This is an optimization exercise on Yosys and OpenROAD, whose aim is small area, not a production implementation. The RTL was checked by simulation tests, not by an equivalence proof against the original design. Power figures rest on the tool's default switching activity, not on a simulated workload.

$ cat design.v
`default_nettype none
package conv_pkg;
  localparam int pix_w = 8;                     
  localparam int out_delay = 23;                
  typedef logic [pix_w-1:0] pixel_t;            
  localparam logic [pix_w-1:0] pix_pol = 8'h81;
endpackage
`default_nettype wire
`default_nettype none
module row_skew_line #(
  parameter int depth = 23   
) (
  input  wire logic             clk,
  input  wire conv_pkg::pixel_t pix_in,
  output conv_pkg::pixel_t      pix_out
);
  conv_pkg::pixel_t shreg [depth];
  always_ff @(posedge clk) begin
    shreg[0] <= pix_in;
    for (int i = 1; i < depth; i++) begin
      shreg[i] <= shreg[i-1];
    end
  end
  assign pix_out = shreg[depth-1];
endmodule
`default_nettype wire
`default_nettype none
module mac_tap (
  input  wire logic clk,
  input  wire logic rst,
  output logic      valid
);
  logic [4:0] lfsr;
  logic       seen;
  always_ff @(posedge clk) begin
    if (rst) begin
      lfsr <= '0;
      seen <= 1'b0;
    end else begin
      lfsr <= {lfsr[3:0], ~(lfsr[4] ^ lfsr[2])};
      seen <= seen | (lfsr == 5'd26);
    end
  end
  assign valid = seen;
endmodule
`default_nettype wire
`default_nettype none
module fa_cell (
  input  wire logic a,
  input  wire logic b,
  input  wire logic ci,
  output logic      s,
  output logic      co
);
  assign s  = a ^ b ^ ci;
  assign co = (a & b) | (a & ci) | (b & ci);
endmodule
module ha_cell (
  input  wire logic a,
  input  wire logic b,
  output logic      s,
  output logic      co
);
  assign s  = a ^ b;
  assign co = a & b;
endmodule
`default_nettype wire
`default_nettype none
module mac_cascade (
  input  wire logic             clk,
  input  wire logic             rst,
  input  wire conv_pkg::pixel_t row0,
  input  wire conv_pkg::pixel_t row1,
  input  wire conv_pkg::pixel_t row2,
  input  wire conv_pkg::pixel_t row3,
  input  wire conv_pkg::pixel_t row4,
  output conv_pkg::pixel_t      pix_raw
);
  wire c2;
  wire c4;
  wire c7;
  wire c10;
  wire c13;
  wire c16;
  wire c18;
  wire c21;
  wire c23;
  wire c26;
  wire c30;
  wire c33;
  wire c35;
  wire c38;
  wire c40;
  wire c43;
  wire c45;
  wire c47;
  wire c49;
  wire c51;
  wire c53;
  wire c55;
  wire c57;
  wire c59;
  wire c61;
  wire c63;
  wire c65;
  wire c67;
  wire c71;
  wire c73;
  wire c75;
  wire c77;
  wire c79;
  wire c81;
  wire c83;
  wire c85;
  wire c87;
  wire c89;
  wire c91;
  wire c93;
  wire c95;
  wire c97;
  wire c99;
  wire c101;
  wire c103;
  wire c105;
  wire c118;
  wire c120;
  wire c122;
  wire c124;
  wire c127;
  wire c129;
  wire c131;
  wire c133;
  wire c135;
  wire c138;
  wire c141;
  wire c144;
  wire c147;
  wire c150;
  wire c153;
  wire c155;
  wire c157;
  wire c159;
  wire c161;
  wire c163;
  wire c165;
  wire c167;
  wire c169;
  wire c171;
  wire c173;
  wire c175;
  wire c177;
  wire c179;
  wire c181;
  wire c183;
  wire c185;
  wire c187;
  wire c189;
  wire c191;
  wire c195;
  wire c197;
  wire c199;
  wire c201;
  wire c203;
  wire c207;
  wire c216;
  wire c219;
  wire c221;
  wire c223;
  wire c225;
  wire c227;
  wire c230;
  wire c233;
  wire c235;
  wire c239;
  wire c241;
  wire c243;
  wire c245;
  wire c254;
  wire c257;
  wire c261;
  wire c265;
  wire c269;
  wire c272;
  wire c276;
  wire c279;
  wire c283;
  wire c285;
  wire c289;
  wire c291;
  wire c293;
  wire c295;
  wire c298;
  wire c300;
  wire c304;
  wire c307;
  wire c309;
  wire c311;
  wire c314;
  wire c318;
  wire c320;
  wire c322;
  wire c324;
  wire c326;
  wire c328;
  wire c332;
  wire c334;
  wire c336;
  wire c339;
  wire c342;
  wire c345;
  wire g5;
  wire g8;
  wire g11;
  wire g14;
  wire g19;
  wire g24;
  wire g31;
  wire g36;
  wire g41;
  wire g106;
  wire g107;
  wire g108;
  wire g109;
  wire g110;
  wire g111;
  wire g112;
  wire g113;
  wire g114;
  wire g115;
  wire g116;
  wire g125;
  wire g136;
  wire g139;
  wire g142;
  wire g145;
  wire g148;
  wire g151;
  wire g208;
  wire g209;
  wire g210;
  wire g211;
  wire g212;
  wire g213;
  wire g214;
  wire g217;
  wire g228;
  wire g231;
  wire g246;
  wire g247;
  wire g248;
  wire g249;
  wire g250;
  wire g251;
  wire g252;
  wire g255;
  wire g258;
  wire g259;
  wire g262;
  wire g263;
  wire g266;
  wire g267;
  wire g270;
  wire g273;
  wire g274;
  wire g277;
  wire g280;
  wire g281;
  wire g286;
  wire g287;
  wire g296;
  wire g305;
  wire g312;
  wire g329;
  wire g330;
  wire g337;
  wire g340;
  wire g343;
  wire g346;
  wire s1;
  wire s3;
  wire s6;
  wire s9;
  wire s12;
  wire s15;
  wire s17;
  wire s20;
  wire s22;
  wire s25;
  wire s29;
  wire s32;
  wire s34;
  wire s37;
  wire s39;
  wire s42;
  wire s44;
  wire s46;
  wire s48;
  wire s50;
  wire s52;
  wire s54;
  wire s56;
  wire s58;
  wire s60;
  wire s62;
  wire s64;
  wire s66;
  wire s70;
  wire s72;
  wire s74;
  wire s76;
  wire s78;
  wire s80;
  wire s82;
  wire s84;
  wire s86;
  wire s88;
  wire s90;
  wire s92;
  wire s94;
  wire s96;
  wire s98;
  wire s100;
  wire s102;
  wire s104;
  wire s117;
  wire s119;
  wire s121;
  wire s123;
  wire s126;
  wire s128;
  wire s130;
  wire s132;
  wire s134;
  wire s137;
  wire s140;
  wire s143;
  wire s146;
  wire s149;
  wire s152;
  wire s154;
  wire s156;
  wire s158;
  wire s160;
  wire s162;
  wire s164;
  wire s166;
  wire s168;
  wire s170;
  wire s172;
  wire s174;
  wire s176;
  wire s178;
  wire s180;
  wire s182;
  wire s184;
  wire s186;
  wire s188;
  wire s190;
  wire s194;
  wire s196;
  wire s198;
  wire s200;
  wire s202;
  wire s206;
  wire s215;
  wire s218;
  wire s220;
  wire s222;
  wire s224;
  wire s226;
  wire s229;
  wire s232;
  wire s234;
  wire s238;
  wire s240;
  wire s242;
  wire s244;
  wire s253;
  wire s256;
  wire s260;
  wire s264;
  wire s268;
  wire s271;
  wire s275;
  wire s278;
  wire s282;
  wire s284;
  wire s288;
  wire s290;
  wire s292;
  wire s294;
  wire s297;
  wire s299;
  wire s303;
  wire s306;
  wire s308;
  wire s310;
  wire s313;
  wire s317;
  wire s319;
  wire s321;
  wire s323;
  wire s325;
  wire s327;
  wire s331;
  wire s333;
  wire s335;
  wire s338;
  wire s341;
  wire s344;
  logic ia_0_0;
  logic ia_1_0;
  logic ia_2_0;
  logic ia_3_0;
  logic ia_4_0;
  logic ia_5_0;
  logic ia_5_1;
  logic ia_6_0;
  logic ia_7_0;
  logic ia_8_0;
  logic ia_9_0;
  logic ip_0_0;
  logic ip_1_0;
  logic ip_2_0;
  logic ip_3_0;
  logic ip_4_0;
  logic ip_5_0;
  logic ip_6_0;
  logic ip_6_1;
  logic ip_7_0;
  logic ip_8_0;
  logic ip_9_0;
  logic i3_0_0;
  logic i3_1_0;
  logic i3_2_0;
  logic i3_3_0;
  logic i3_4_0;
  logic i3_5_0;
  logic i3_6_0;
  logic i3_7_0;
  logic i3_8_0;
  logic i3_9_0;
  logic i3_10_0;
  logic i3_11_0;
  logic z1_0_0;
  logic z1_1_0;
  logic z1_2_0;
  logic z1_3_0;
  logic z1_4_0;
  logic z1_5_0;
  logic z1_5_1;
  logic z1_6_0;
  logic z1_7_0;
  logic z1_8_0;
  logic z1_9_0;
  logic z1b_0_0;
  logic z1b_1_0;
  logic z1b_2_0;
  logic z1b_3_0;
  logic z1b_4_0;
  logic z1b_5_0;
  logic z1b_6_0;
  logic z1b_7_0;
  logic z1b_8_0;
  logic z1b_9_0;
  logic z1b_10_0;
  logic z1b_11_0;
  logic z1b_12_0;
  logic z1b_13_0;
  logic z1b_14_0;
  logic z3_0_0;
  logic z3_1_0;
  logic z3_2_0;
  logic z3_3_0;
  logic z3_4_0;
  logic z3_5_0;
  logic z3_6_0;
  logic z3_7_0;
  logic z3_8_0;
  logic z3_9_0;
  logic z3_10_0;
  logic z3_11_0;
  logic z3_11_1;
  logic z3_12_0;
  logic z3_13_0;
  logic z3_14_0;
  logic z3_14_1;
  logic z3_15_0;
  logic z4_0_0;
  logic z4_1_0;
  logic z4_2_0;
  logic z4_3_0;
  logic z4_4_0;
  logic z4_5_0;
  logic z4_6_0;
  logic z4_7_0;
  logic z4_8_0;
  logic z4_9_0;
  logic z4_10_0;
  logic z4_11_0;
  logic z4_11_1;
  logic z4_12_0;
  logic z4_13_0;
  logic z4_14_0;
  logic z4_15_0;
  logic r0_8_0;
  logic r0_9_0;
  logic r0_9_1;
  logic r0_10_0;
  logic r0_11_0;
  logic r0_11_1;
  logic r0_12_0;
  logic r0_13_0;
  logic r0_14_0;
  logic r0_15_0;
  logic r1_0_0;
  logic r1_1_0;
  logic r1_2_0;
  logic r1_3_0;
  logic r1_4_0;
  logic r1_5_0;
  logic r1_6_0;
  logic r1_7_0;
  logic rst_q, rst_qq;   
  wire  rst_g = rst_q | rst_qq;
  ha_cell u_s1 (.a(row0[0]), .b(row4[0]), .s(s1), .co(c2));
  fa_cell u_s3 (.a(row0[1]), .b(row4[1]), .ci(c2), .s(s3), .co(c4));
  assign g5 = ~s3;
  ha_cell u_s6 (.a(row2[0]), .b(g5), .s(s6), .co(c7));
  assign g8 = ~row2[1];
  fa_cell u_s9 (.a(row0[2]), .b(row4[2]), .ci(g8), .s(s9), .co(c10));
  assign g11 = ~c7;
  fa_cell u_s12 (.a(s9), .b(c4), .ci(g11), .s(s12), .co(c13));
  assign g14 = ~row2[2];
  fa_cell u_s15 (.a(row0[3]), .b(row4[3]), .ci(g14), .s(s15), .co(c16));
  fa_cell u_s17 (.a(c10), .b(s15), .ci(c13), .s(s17), .co(c18));
  assign g19 = ~row2[3];
  fa_cell u_s20 (.a(row0[4]), .b(row4[4]), .ci(g19), .s(s20), .co(c21));
  fa_cell u_s22 (.a(c16), .b(s20), .ci(c18), .s(s22), .co(c23));
  assign g24 = ~row2[4];
  fa_cell u_s25 (.a(row0[5]), .b(row4[5]), .ci(g24), .s(s25), .co(c26));
  ha_cell u_s29 (.a(c21), .b(s25), .s(s29), .co(c30));
  assign g31 = ~row2[5];
  fa_cell u_s32 (.a(row0[6]), .b(row4[6]), .ci(g31), .s(s32), .co(c33));
  fa_cell u_s34 (.a(c26), .b(s32), .ci(c30), .s(s34), .co(c35));
  assign g36 = ~row2[6];
  fa_cell u_s37 (.a(row0[7]), .b(row4[7]), .ci(g36), .s(s37), .co(c38));
  fa_cell u_s39 (.a(c33), .b(s37), .ci(c35), .s(s39), .co(c40));
  assign g41 = ~row2[7];
  fa_cell u_s42 (.a(g41), .b(c38), .ci(c40), .s(s42), .co(c43));
  ha_cell u_s44 (.a(row1[0]), .b(row3[0]), .s(s44), .co(c45));
  fa_cell u_s46 (.a(row2[0]), .b(row1[1]), .ci(row3[1]), .s(s46), .co(c47));
  ha_cell u_s48 (.a(c45), .b(s46), .s(s48), .co(c49));
  fa_cell u_s50 (.a(row2[1]), .b(row1[2]), .ci(row3[2]), .s(s50), .co(c51));
  fa_cell u_s52 (.a(c47), .b(s50), .ci(c49), .s(s52), .co(c53));
  fa_cell u_s54 (.a(row2[2]), .b(row1[3]), .ci(row3[3]), .s(s54), .co(c55));
  fa_cell u_s56 (.a(c51), .b(s54), .ci(c53), .s(s56), .co(c57));
  fa_cell u_s58 (.a(row2[3]), .b(row1[4]), .ci(row3[4]), .s(s58), .co(c59));
  fa_cell u_s60 (.a(c55), .b(s58), .ci(c57), .s(s60), .co(c61));
  fa_cell u_s62 (.a(row2[4]), .b(row1[5]), .ci(row3[5]), .s(s62), .co(c63));
  fa_cell u_s64 (.a(c59), .b(s62), .ci(c61), .s(s64), .co(c65));
  fa_cell u_s66 (.a(row2[5]), .b(row1[6]), .ci(row3[6]), .s(s66), .co(c67));
  ha_cell u_s70 (.a(c63), .b(s66), .s(s70), .co(c71));
  fa_cell u_s72 (.a(row2[6]), .b(row1[7]), .ci(row3[7]), .s(s72), .co(c73));
  fa_cell u_s74 (.a(c67), .b(s72), .ci(c71), .s(s74), .co(c75));
  fa_cell u_s76 (.a(row2[7]), .b(c73), .ci(c75), .s(s76), .co(c77));
  ha_cell u_s78 (.a(ip_1_0), .b(ip_0_0), .s(s78), .co(c79));
  fa_cell u_s80 (.a(ip_2_0), .b(ip_1_0), .ci(c79), .s(s80), .co(c81));
  fa_cell u_s82 (.a(ip_3_0), .b(ip_2_0), .ci(c81), .s(s82), .co(c83));
  fa_cell u_s84 (.a(ip_4_0), .b(ip_3_0), .ci(c83), .s(s84), .co(c85));
  fa_cell u_s86 (.a(ip_5_0), .b(ip_4_0), .ci(c85), .s(s86), .co(c87));
  fa_cell u_s88 (.a(ip_6_0), .b(ip_6_1), .ci(ip_5_0), .s(s88), .co(c89));
  ha_cell u_s90 (.a(s88), .b(c87), .s(s90), .co(c91));
  fa_cell u_s92 (.a(ip_7_0), .b(ip_6_0), .ci(ip_6_1), .s(s92), .co(c93));
  fa_cell u_s94 (.a(c89), .b(s92), .ci(c91), .s(s94), .co(c95));
  fa_cell u_s96 (.a(ip_8_0), .b(ip_7_0), .ci(c93), .s(s96), .co(c97));
  ha_cell u_s98 (.a(s96), .b(c95), .s(s98), .co(c99));
  fa_cell u_s100 (.a(ip_9_0), .b(ip_8_0), .ci(c97), .s(s100), .co(c101));
  ha_cell u_s102 (.a(s100), .b(c99), .s(s102), .co(c103));
  fa_cell u_s104 (.a(ip_9_0), .b(c101), .ci(c103), .s(s104), .co(c105));
  assign g106 = ~rst_g & z1_0_0;
  assign g107 = ~(rst_g | z1_1_0);
  assign g108 = ~rst_g & z1_2_0;
  assign g109 = ~rst_g & z1_3_0;
  assign g110 = ~rst_g & z1_4_0;
  assign g111 = ~(rst_g | z1_5_0);
  assign g112 = ~(rst_g | z1_5_1);
  assign g113 = ~(rst_g | z1_6_0);
  assign g114 = ~(rst_g | z1_7_0);
  assign g115 = ~(rst_g | z1_8_0);
  assign g116 = ~rst_g & z1_9_0;
  ha_cell u_s117 (.a(g111), .b(g112), .s(s117), .co(c118));
  fa_cell u_s119 (.a(g113), .b(c118), .ci(row2[0]), .s(s119), .co(c120));
  fa_cell u_s121 (.a(g114), .b(row2[1]), .ci(c120), .s(s121), .co(c122));
  fa_cell u_s123 (.a(g115), .b(row2[2]), .ci(c122), .s(s123), .co(c124));
  assign g125 = ~g116;
  fa_cell u_s126 (.a(g125), .b(row2[3]), .ci(c124), .s(s126), .co(c127));
  ha_cell u_s128 (.a(row2[4]), .b(c127), .s(s128), .co(c129));
  ha_cell u_s130 (.a(row2[5]), .b(c129), .s(s130), .co(c131));
  ha_cell u_s132 (.a(row2[6]), .b(c131), .s(s132), .co(c133));
  ha_cell u_s134 (.a(row2[7]), .b(c133), .s(s134), .co(c135));
  assign g136 = ~z1b_1_0;
  ha_cell u_s137 (.a(g136), .b(ia_0_0), .s(s137), .co(c138));
  assign g139 = ~i3_0_0;
  fa_cell u_s140 (.a(z1b_2_0), .b(ia_1_0), .ci(g139), .s(s140), .co(c141));
  assign g142 = ~s140;
  ha_cell u_s143 (.a(c138), .b(g142), .s(s143), .co(c144));
  assign g145 = ~z1b_3_0;
  fa_cell u_s146 (.a(i3_1_0), .b(ia_2_0), .ci(g145), .s(s146), .co(c147));
  assign g148 = ~c141;
  fa_cell u_s149 (.a(g148), .b(s146), .ci(c144), .s(s149), .co(c150));
  assign g151 = ~z1b_4_0;
  fa_cell u_s152 (.a(i3_2_0), .b(ia_3_0), .ci(g151), .s(s152), .co(c153));
  fa_cell u_s154 (.a(c147), .b(s152), .ci(c150), .s(s154), .co(c155));
  fa_cell u_s156 (.a(z1b_5_0), .b(i3_3_0), .ci(ia_4_0), .s(s156), .co(c157));
  fa_cell u_s158 (.a(c153), .b(s156), .ci(c155), .s(s158), .co(c159));
  fa_cell u_s160 (.a(z1b_6_0), .b(i3_4_0), .ci(ia_5_0), .s(s160), .co(c161));
  fa_cell u_s162 (.a(ia_5_1), .b(c157), .ci(s160), .s(s162), .co(c163));
  ha_cell u_s164 (.a(s162), .b(c159), .s(s164), .co(c165));
  fa_cell u_s166 (.a(z1b_7_0), .b(i3_5_0), .ci(ia_6_0), .s(s166), .co(c167));
  fa_cell u_s168 (.a(c161), .b(s166), .ci(c163), .s(s168), .co(c169));
  ha_cell u_s170 (.a(s168), .b(c165), .s(s170), .co(c171));
  fa_cell u_s172 (.a(z1b_8_0), .b(i3_6_0), .ci(ia_7_0), .s(s172), .co(c173));
  fa_cell u_s174 (.a(c167), .b(s172), .ci(c169), .s(s174), .co(c175));
  ha_cell u_s176 (.a(s174), .b(c171), .s(s176), .co(c177));
  fa_cell u_s178 (.a(z1b_9_0), .b(i3_7_0), .ci(ia_8_0), .s(s178), .co(c179));
  fa_cell u_s180 (.a(c173), .b(s178), .ci(c175), .s(s180), .co(c181));
  ha_cell u_s182 (.a(s180), .b(c177), .s(s182), .co(c183));
  fa_cell u_s184 (.a(z1b_10_0), .b(i3_8_0), .ci(ia_9_0), .s(s184), .co(c185));
  fa_cell u_s186 (.a(c179), .b(s184), .ci(c181), .s(s186), .co(c187));
  ha_cell u_s188 (.a(s186), .b(c183), .s(s188), .co(c189));
  fa_cell u_s190 (.a(z1b_11_0), .b(i3_9_0), .ci(c185), .s(s190), .co(c191));
  ha_cell u_s194 (.a(s190), .b(c187), .s(s194), .co(c195));
  fa_cell u_s196 (.a(z1b_12_0), .b(i3_10_0), .ci(c191), .s(s196), .co(c197));
  ha_cell u_s198 (.a(s196), .b(c195), .s(s198), .co(c199));
  fa_cell u_s200 (.a(z1b_13_0), .b(i3_11_0), .ci(c197), .s(s200), .co(c201));
  ha_cell u_s202 (.a(s200), .b(c199), .s(s202), .co(c203));
  ha_cell u_s206 (.a(z1b_14_0), .b(c201), .s(s206), .co(c207));
  assign g208 = ~s137;
  assign g209 = ~s143;
  assign g210 = ~s149;
  assign g211 = ~s154;
  assign g212 = ~s182;
  assign g213 = ~s188;
  assign g214 = ~z3_3_0;
  ha_cell u_s215 (.a(g214), .b(i3_0_0), .s(s215), .co(c216));
  assign g217 = ~z3_4_0;
  fa_cell u_s218 (.a(i3_1_0), .b(g217), .ci(c216), .s(s218), .co(c219));
  fa_cell u_s220 (.a(z3_5_0), .b(i3_2_0), .ci(c219), .s(s220), .co(c221));
  fa_cell u_s222 (.a(z3_6_0), .b(i3_3_0), .ci(c221), .s(s222), .co(c223));
  fa_cell u_s224 (.a(z3_7_0), .b(i3_4_0), .ci(c223), .s(s224), .co(c225));
  fa_cell u_s226 (.a(z3_8_0), .b(i3_5_0), .ci(c225), .s(s226), .co(c227));
  assign g228 = ~z3_9_0;
  fa_cell u_s229 (.a(i3_6_0), .b(g228), .ci(c227), .s(s229), .co(c230));
  assign g231 = ~z3_10_0;
  fa_cell u_s232 (.a(i3_7_0), .b(g231), .ci(c230), .s(s232), .co(c233));
  fa_cell u_s234 (.a(z3_11_0), .b(z3_11_1), .ci(i3_8_0), .s(s234), .co(c235));
  fa_cell u_s238 (.a(z3_12_0), .b(i3_9_0), .ci(c235), .s(s238), .co(c239));
  fa_cell u_s240 (.a(z3_13_0), .b(i3_10_0), .ci(c239), .s(s240), .co(c241));
  fa_cell u_s242 (.a(z3_14_0), .b(z3_14_1), .ci(i3_11_0), .s(s242), .co(c243));
  ha_cell u_s244 (.a(s242), .b(c241), .s(s244), .co(c245));
  assign g246 = z3_15_0 ^ c243 ^ c245;
  assign g247 = ~s215;
  assign g248 = ~s218;
  assign g249 = ~s229;
  assign g250 = ~s232;
  assign g251 = ~z4_0_0 & ~ia_0_0;
  assign g252 = ~z4_1_0;
  fa_cell u_s253 (.a(ia_1_0), .b(g252), .ci(g251), .s(s253), .co(c254));
  assign g255 = ~i3_0_0;
  fa_cell u_s256 (.a(z4_2_0), .b(ia_2_0), .ci(g255), .s(s256), .co(c257));
  assign g258 = (~s256 & c254) | (~s256 & s253) | (c254 & s253);
  assign g259 = ~i3_1_0;
  fa_cell u_s260 (.a(z4_3_0), .b(ia_3_0), .ci(g259), .s(s260), .co(c261));
  assign g262 = (~c257 & ~s260) | (~c257 & g258) | (~s260 & g258);
  assign g263 = ~i3_2_0;
  fa_cell u_s264 (.a(z4_4_0), .b(ia_4_0), .ci(g263), .s(s264), .co(c265));
  assign g266 = (~c261 & ~s264) | (~c261 & g262) | (~s264 & g262);
  assign g267 = ~ia_5_0;
  fa_cell u_s268 (.a(z4_5_0), .b(i3_3_0), .ci(g267), .s(s268), .co(c269));
  assign g270 = ~s268;
  fa_cell u_s271 (.a(ia_5_1), .b(c265), .ci(g270), .s(s271), .co(c272));
  assign g273 = ~s271 & g266;
  assign g274 = ~ia_6_0;
  fa_cell u_s275 (.a(z4_6_0), .b(i3_4_0), .ci(g274), .s(s275), .co(c276));
  assign g277 = ~c272;
  fa_cell u_s278 (.a(c269), .b(s275), .ci(g277), .s(s278), .co(c279));
  assign g280 = s278 | g273;
  assign g281 = ~ia_7_0;
  fa_cell u_s282 (.a(z4_7_0), .b(i3_5_0), .ci(g281), .s(s282), .co(c283));
  fa_cell u_s284 (.a(c276), .b(s282), .ci(c279), .s(s284), .co(c285));
  assign g286 = s284 | g280;
  assign g287 = ~ia_8_0;
  fa_cell u_s288 (.a(z4_8_0), .b(i3_6_0), .ci(g287), .s(s288), .co(c289));
  fa_cell u_s290 (.a(c283), .b(s288), .ci(c285), .s(s290), .co(c291));
  ha_cell u_s292 (.a(s290), .b(g286), .s(s292), .co(c293));
  ha_cell u_s294 (.a(z4_9_0), .b(ia_9_0), .s(s294), .co(c295));
  assign g296 = ~s294;
  fa_cell u_s297 (.a(i3_7_0), .b(g296), .ci(c289), .s(s297), .co(c298));
  fa_cell u_s299 (.a(s297), .b(c291), .ci(c293), .s(s299), .co(c300));
  ha_cell u_s303 (.a(z4_10_0), .b(c295), .s(s303), .co(c304));
  assign g305 = ~s303;
  fa_cell u_s306 (.a(i3_8_0), .b(g305), .ci(c298), .s(s306), .co(c307));
  ha_cell u_s308 (.a(s306), .b(c300), .s(s308), .co(c309));
  fa_cell u_s310 (.a(z4_11_0), .b(z4_11_1), .ci(i3_9_0), .s(s310), .co(c311));
  assign g312 = ~c304;
  fa_cell u_s313 (.a(g312), .b(s310), .ci(c307), .s(s313), .co(c314));
  fa_cell u_s317 (.a(z4_12_0), .b(i3_10_0), .ci(c311), .s(s317), .co(c318));
  ha_cell u_s319 (.a(s317), .b(c314), .s(s319), .co(c320));
  fa_cell u_s321 (.a(z4_13_0), .b(i3_11_0), .ci(c318), .s(s321), .co(c322));
  fa_cell u_s323 (.a(s321), .b(c320), .ci(s319), .s(s323), .co(c324));
  fa_cell u_s325 (.a(z4_14_0), .b(c322), .ci(c324), .s(s325), .co(c326));
  ha_cell u_s327 (.a(s323), .b(s325), .s(s327), .co(c328));
  assign g329 = z4_15_0 ^ c326 ^ c328;
  assign g330 = g329 ^ s327;
  ha_cell u_s331 (.a(r0_9_0), .b(r0_9_1), .s(s331), .co(c332));
  ha_cell u_s333 (.a(r0_10_0), .b(c332), .s(s333), .co(c334));
  fa_cell u_s335 (.a(r0_11_0), .b(r0_11_1), .ci(c334), .s(s335), .co(c336));
  assign g337 = ~r0_12_0;
  ha_cell u_s338 (.a(g337), .b(c336), .s(s338), .co(c339));
  assign g340 = ~r0_13_0;
  ha_cell u_s341 (.a(g340), .b(c339), .s(s341), .co(c342));
  assign g343 = ~r0_14_0;
  ha_cell u_s344 (.a(g343), .b(c342), .s(s344), .co(c345));
  assign g346 = r0_15_0 ^ c345;
  always_ff @(posedge clk) begin
    ia_0_0 <= s1;
    ia_1_0 <= s6;
    ia_2_0 <= s12;
    ia_3_0 <= s17;
    ia_4_0 <= s22;
    ia_5_0 <= s29;
    ia_5_1 <= c23;
    ia_6_0 <= s34;
    ia_7_0 <= s39;
    ia_8_0 <= s42;
    ia_9_0 <= c43;
    i3_0_0 <= ip_0_0;
    i3_1_0 <= s78;
    i3_2_0 <= s80;
    i3_3_0 <= s82;
    i3_4_0 <= s84;
    i3_5_0 <= s86;
    i3_6_0 <= s90;
    i3_7_0 <= s94;
    i3_8_0 <= s98;
    i3_9_0 <= s102;
    i3_10_0 <= s104;
    i3_11_0 <= c105;
    z1_0_0 <= ia_0_0;
    z1_1_0 <= ia_1_0;
    z1_2_0 <= ia_2_0;
    z1_3_0 <= ia_3_0;
    z1_4_0 <= ia_4_0;
    z1_5_0 <= ia_5_0;
    z1_5_1 <= ia_5_1;
    z1_6_0 <= ia_6_0;
    z1_7_0 <= ia_7_0;
    z1_8_0 <= ia_8_0;
    z1_9_0 <= ia_9_0;
    z1b_0_0 <= g106;
    z1b_1_0 <= g107;
    z1b_2_0 <= g108;
    z1b_3_0 <= g109;
    z1b_4_0 <= g110;
    z1b_5_0 <= s117;
    z1b_6_0 <= s119;
    z1b_7_0 <= s121;
    z1b_8_0 <= s123;
    z1b_9_0 <= s126;
    z1b_10_0 <= s128;
    z1b_11_0 <= s130;
    z1b_12_0 <= s132;
    z1b_13_0 <= s134;
    z1b_14_0 <= c135;
    r0_8_0 <= s292;
    r0_9_0 <= s292;
    r0_9_1 <= s299;
    r0_10_0 <= s308;
    r0_11_0 <= s313;
    r0_11_1 <= c309;
    r0_12_0 <= s319;
    r0_13_0 <= s323;
    r0_14_0 <= s327;
    r0_15_0 <= g330;
    r1_0_0 <= r0_8_0;
    r1_1_0 <= s331;
    r1_2_0 <= s333;
    r1_3_0 <= s335;
    r1_4_0 <= s338;
    r1_5_0 <= s341;
    r1_6_0 <= s344;
    r1_7_0 <= g346;
  end
  always_ff @(posedge clk) begin
    rst_q  <= rst;
    rst_qq <= rst_q;
  end
  always_ff @(posedge clk) begin
    if (rst) begin
      ip_0_0 <= 1'b0;
      ip_1_0 <= 1'b0;
      ip_2_0 <= 1'b0;
      ip_3_0 <= 1'b0;
      ip_4_0 <= 1'b0;
      ip_5_0 <= 1'b0;
      ip_6_0 <= 1'b0;
      ip_6_1 <= 1'b0;
      ip_7_0 <= 1'b0;
      ip_8_0 <= 1'b0;
      ip_9_0 <= 1'b0;
    end else begin
      ip_0_0 <= s44;
      ip_1_0 <= s48;
      ip_2_0 <= s52;
      ip_3_0 <= s56;
      ip_4_0 <= s60;
      ip_5_0 <= s64;
      ip_6_0 <= s70;
      ip_6_1 <= c65;
      ip_7_0 <= s74;
      ip_8_0 <= s76;
      ip_9_0 <= c77;
    end
  end
  always_ff @(posedge clk) begin
    if (rst_q) begin
      z3_0_0 <= 1'b0;
      z3_1_0 <= 1'b0;
      z3_2_0 <= 1'b0;
      z3_3_0 <= 1'b0;
      z3_4_0 <= 1'b0;
      z3_5_0 <= 1'b0;
      z3_6_0 <= 1'b0;
      z3_7_0 <= 1'b0;
      z3_8_0 <= 1'b0;
      z3_9_0 <= 1'b0;
      z3_10_0 <= 1'b0;
      z3_11_0 <= 1'b0;
      z3_11_1 <= 1'b0;
      z3_12_0 <= 1'b0;
      z3_13_0 <= 1'b0;
      z3_14_0 <= 1'b0;
      z3_14_1 <= 1'b0;
      z3_15_0 <= 1'b0;
      z4_0_0 <= 1'b0;
      z4_1_0 <= 1'b0;
      z4_2_0 <= 1'b0;
      z4_3_0 <= 1'b0;
      z4_4_0 <= 1'b0;
      z4_5_0 <= 1'b0;
      z4_6_0 <= 1'b0;
      z4_7_0 <= 1'b0;
      z4_8_0 <= 1'b0;
      z4_9_0 <= 1'b0;
      z4_10_0 <= 1'b0;
      z4_11_0 <= 1'b0;
      z4_11_1 <= 1'b0;
      z4_12_0 <= 1'b0;
      z4_13_0 <= 1'b0;
      z4_14_0 <= 1'b0;
      z4_15_0 <= 1'b0;
    end else begin
      z3_0_0 <= z1b_0_0;
      z3_1_0 <= g208;
      z3_2_0 <= g209;
      z3_3_0 <= g210;
      z3_4_0 <= g211;
      z3_5_0 <= s158;
      z3_6_0 <= s164;
      z3_7_0 <= s170;
      z3_8_0 <= s176;
      z3_9_0 <= g212;
      z3_10_0 <= g213;
      z3_11_0 <= s194;
      z3_11_1 <= c189;
      z3_12_0 <= s198;
      z3_13_0 <= s202;
      z3_14_0 <= s206;
      z3_14_1 <= c203;
      z3_15_0 <= c207;
      z4_0_0 <= z3_0_0;
      z4_1_0 <= z3_1_0;
      z4_2_0 <= z3_2_0;
      z4_3_0 <= g247;
      z4_4_0 <= g248;
      z4_5_0 <= s220;
      z4_6_0 <= s222;
      z4_7_0 <= s224;
      z4_8_0 <= s226;
      z4_9_0 <= g249;
      z4_10_0 <= g250;
      z4_11_0 <= s234;
      z4_11_1 <= c233;
      z4_12_0 <= s238;
      z4_13_0 <= s240;
      z4_14_0 <= s244;
      z4_15_0 <= g246;
    end
  end
  assign pix_raw = {r1_7_0, r1_6_0, r1_5_0, r1_4_0, r1_3_0, r1_2_0, r1_1_0, r1_0_0};
endmodule
`default_nettype wire
`default_nettype none
module conv5x5_top (
  input  wire logic             clk,
  input  wire logic             rst,
  input  wire conv_pkg::pixel_t row0,      
  input  wire conv_pkg::pixel_t row1,
  input  wire conv_pkg::pixel_t row2,
  input  wire conv_pkg::pixel_t row3,
  input  wire conv_pkg::pixel_t row4,      
  output conv_pkg::pixel_t      pix_out    
);
  conv_pkg::pixel_t pix_raw, pix_del;
  logic valid;
  mac_cascade u_cascade (
    .clk (clk), .rst (rst),
    .row0 (row0), .row1 (row1), .row2 (row2), .row3 (row3), .row4 (row4),
    .pix_raw (pix_raw)
  );
  row_skew_line #(
    .depth (conv_pkg::out_delay - 2)
  ) u_delay (
    .clk     (clk),
    .pix_in  (pix_raw),
    .pix_out (pix_del)
  );
  mac_tap u_blank (
    .clk   (clk),
    .rst   (rst),
    .valid (valid)
  );
  assign pix_out = valid ? (pix_del ^ conv_pkg::pix_pol) : '0;
endmodule
`default_nettype wire
$ cat flow/run.sh
#!/bin/bash
export BUFFER_PORTS_ARGS="-buffer_cell sky130_fd_sc_hd__buf_1"
export CTS_ARGS="-sink_clustering_enable -repair_clock_nets -dont_use_dummy_load -sink_clustering_size 11 -sink_clustering_max_diameter 50 -buf_list sky130_fd_sc_hd__clkbuf_4"
bash standard.sh > standard.log 2>&1
$ cat standard.sh
#!/bin/bash
# synth_recipe.tcl (not shown) runs the flow's synth.tcl, then flattens the netlist and writes it again
# the make line also repeats each setting of config.mk as NAME=value (left out here)
make -C /OpenROAD-flow-scripts/flow DESIGN_CONFIG=/design/flow/config.mk WORK_HOME=/design/flow/orfs CLKGATE_MAP_FILE= SYNTH_SCRIPT=/design/flow/synth_recipe.tcl "${@:-finish}"
$ cat config.mk
export PLATFORM = sky130hd
export DESIGN_NAME = conv5x5_top
export DESIGN_NICKNAME = conv5x5_top
export VERILOG_FILES = /design/flow/design.v
export SDC_FILE = /design/flow/constraint.sdc
export NUM_CORES = 4
export LEC_CHECK = 0
export CAP_MARGIN = 20
export CORE_MARGIN = 2
export CORE_UTILIZATION = 65
export SLEW_MARGIN = 20
export SYNTH_HIERARCHICAL = 1
$ cat constraint.sdc
create_clock -name core_clock -period 4.0 [get_ports {clk}]
set_input_delay 0.8000 -clock core_clock [delete_from_list [all_inputs] [get_ports {clk}]]
set_output_delay 0.8000 -clock core_clock [all_outputs]
set_load 0.01 [all_outputs]
==> flow_summary.yaml <==
run:
  maxCapViolCount: 0
sta:
  finClkSkew_ns: 0.04133
  final.setup.tns_ns: 0
  hold_ws_ns: 0.3167
  fmax_ghz: 0.2626
  min_period_ns: 3.809
  worst_slew_pin_slew_ns: 0.7381
  max_slew_margin: 0.5080
  maxSlewViolCount: 0
  setup_viol: 0
  min_period_over_period: 0.9522
  rsz0062_at_grt: "no"
  finalWorstSetupSlack_ns: 0.1912
  finalHoldViolations: 0
clock_network:
  cts-root-buf: "clkbuf_4"
  clkSlewWorstSetupHoldPaths_ns: 0.11
  cts_buffer_depth: 3
  numCtsBuffers: 30
  cts_tree: "yes"
  clock_latency_ns: 0.63
  cts.sinks: 288
  htreeDepth: 1
  ctsHoldBuffers: 0
synthesis:
  yosys_register_bits: 288
  syn_nets: 734
  syn_inst: 560
  synth_cell_types: 26
  seq_area_frac_synth: 0.6485
  synth_area_per_cell_sq_um: 15.88
  mappedNetlistArea_sq_um: 8891
  yosysWarnings: 10
setup_path:
  endpoint_kind: "register"
  critPathSlowestCell: "fa_1"
  critPathMaxStageDelay_ns: 0.46
  crit_chain: "inv_1 -> fa_1 -> fa_1 -> fa_1 -> fa_1 -> ha_1 -> fa_1 -> fa_1 -> ha_1 -> xor2_1 -> xnor2_1"
  critPathKind: "register to register"
  worst_ep_arrival_time_ns: 4.36
  cp.required_ns: 4.55
  path_max_fanout: 3
  crit_path_start_kind: "register"
  cp_common_cell: "fa_1"
  reg2reg_depth: 11
worst_hold_path:
  min_path_type: "register to register"
  hold_depth: 0
die:
  dieHeight_um: 121.0
  ios: 50
  core.rowCount: 42
  die_x_um: 121.0
  core_area_sq_um: 13300
  start_util: 0.6687
  die_area_sq_um: 14630
grt:
  grt.total_usage: 0.1566
  grt_pass1_wl_um: 18210
  grt.overflow.total: 0
  antenna_found_initial: 1
  grt_pass1_vias: 4068
  grt_start_max_net_pins: 38
placed_design:
  port_buffers: 49
  post-place-ws_ns: 0.1556
  dpl.hpwl_um: 7649
  gp_congestion: 0.7442
route:
  top_layer: "met4"
  drt-met1-wl_um: 4381
  wl_per_cell_um: 12.56
  drt_iter0_markers: 96
  routed_via_density: 4.593
  drtAntennaViolNets: 0
  vias: 3693
  drc_errors: 0
  routed-wl-met3_um: 395
  wl_met2_um: 5053
  drtPass1Iterations: 4
  totalWireLength_um: 10100
power:
  switchingPower_mw: 2.338
  combPwrFrac: 0.292
  ir_worst_vdd_mv: 0.9214
  cellPowerDensity_nw_per_um2: 856.0
  sw_frac_of_total: 0.2888
  total_leakage_power_nw: 4.096
  p_int_mw: 5.757
  p_seq_frac: 0.571
  clkPwrFrac: 0.137
finish:
  regMostFlops: "u_delay.shreg"
  top_regs: "u_delay.shreg: 168 flops, u_blank.lfsr: 5 flops"
  multi_input_area_sq_um: 2907
  drive_gt1_frac: 0.07337
  largest_register_ffs: 168
  area_growth_pct: 6.361
  register_area_sq_um: 5768
  fillers: 887
  fin_nets: 803
outcome:
  outcome: "finished clean"
-- timing repair --
item / 4_1_cts / 5_1_grt
endpoints found under the setup margin: 0 / 1
buffers inserted: 0 / 0
gates resized for setup: 0 / 2
-- modules after synthesis (local to each module, per instance), excerpt --
module       times used  area, sq um
conv5x5_top           1        62.56
mac_cascade           1         2932
fa_cell              93        20.02
mac_tap               1        183.9
ha_cell              39        12.51
-- logic make-up after synthesis --
kind of cell,Yosys count,share of synthesized area
DFF,288,0.6485
adders and majority gates,133,0.2656
and+or+nand+nor,77,0.04940
buffers and inverters,50,0.02463
xor gates and xnor gates,7,0.006896
AOI/OAI and AO/OA,5,0.005066
-- synth_stat cells --
master | n | area, sq um
a21boi_0 | 1 | 7.510
a21oi_1 | 1 | 5.000
a32o_1 | 1 | 10.01
and2_1 | 4 | 25.02
and2_2 | 6 | 45.04
and2b_2 | 2 | 17.52
and3b_1 | 1 | 8.760
buf_1 | 1 | 3.750
buf_2 | 1 | 5.000
buf_4 | 8 | 60.06
clkbuf_1 | 4 | 15.01
dfxtp_1 | 288 | 5766
fa_1 | 93 | 1862
ha_1 | 39 | 488.0
inv_1 | 36 | 135.1
maj3_2 | 1 | 11.26
nand2_1 | 2 | 7.510
nor2_1 | 22 | 82.58
nor2b_1 | 37 | 231.5
nor2b_2 | 1 | 8.760
o211ai_1 | 1 | 7.510
o221ai_2 | 1 | 15.01
or2_1 | 1 | 6.260
or2_2 | 1 | 6.260
xnor2_1 | 3 | 26.28
xor2_1 | 4 | 35.03
-- power groups by stage --
stage	combinational, mW	sequential [mW]	clock [mW]
after floorplan	1.85	4.57	0
after global placement	2.26	4.66	0
after detailed placement	2.43	4.72	0
after CTS	2.45	4.66	1.17
after global routing	2.86	4.77	1.28
final	2.36	4.62	1.11
-- cells in the final DEF, fill, tap and decap left out, types with 3 or more instances in the layout --
cell type and instances:
dfxtp_1 286, fa_1 93, buf_1 49, ha_1 39, nor2b_1 37, inv_1 36
clkbuf_4 30, nor2_1 22, and2_2 6, xor2_1 4, and2_1 4, xnor2_1 3
-- final timing paths --
check	from	slack [ns]	to
setup reg to reg	u_cascade.ia_8_0	0.19	u_cascade.r0_15_0
setup / recovery	u_cascade.ia_8_0	0.19	u_cascade.r0_15_0
hold / removal	u_delay.shreg[8][4]	0.32	u_delay.shreg[9][4]
hold reg to reg	u_delay.shreg[8][4]	0.32	u_delay.shreg[9][4]
-- metal layers --
layer / vias to the layer above / global-route usage
met2: 53 / 0.2616
met3: 22 / 0.03665
li1: 1838 / -
met4: 0 / 0.05451
met1: 1780 / 0.2023
met5: - / 0
-- critical path, delay by kind of cell, from the launching register on --
family                   cells  cell delay [ns]
adder cells (fa/ha/maj)      8             3.00
flip-flops                   1             0.36
XOR/XNOR                     2             0.32
buffers and inverters        1             0.05
-- cell type report --
cell class / count / share of cell area
Antenna cell: 1 / 0.0002646
Multi-Input combinational cell: 222 / 0.3074
Sequential cell: 288 / 0.6099
Timing Repair Buffer: 51 / 0.02104
Tap cell: 176 / 0.02329
Clock buffer: 30 / 0.02382
Inverter: 36 / 0.01429
-- per-stage QoR --
stage	instances	utilization	total power, mW	area [sq um]
after detailed placement	773	0.6940	7.153	9226
after global routing	804	0.7113	8.917	9457
after floorplan	560	-	6.419	8891
after CTS	803	0.7109	8.285	9452
final	804	0.7113	8.095	9457
after global placement	773	0.6940	6.927	9226

-- what the ideal ports hide --
The results above use ideal ports. As a check the final layout listed here was re-extracted and re-timed, cells and wires unchanged. Step 1, drivers: a clkbuf_16 drives clk and a buf_2 each remaining input, both assumed. Step 2 also shifts input and output timing later by t, the mid clock arrival at the registers, as if the neighbouring blocks saw the same clock. Slacks: ideal / step 1 / step 2; pairs: ideal / step 1.
shift t [ns]: 0.646
slack for setup (ns): 0.191 / 0.191 / 0.191
hold slack, ns: 0.317 / 0.317 / 0.317
After both steps this run still meets setup and hold. The setup slack of this run moves by 0.000 ns with the drivers and by 0.000 ns with both steps.
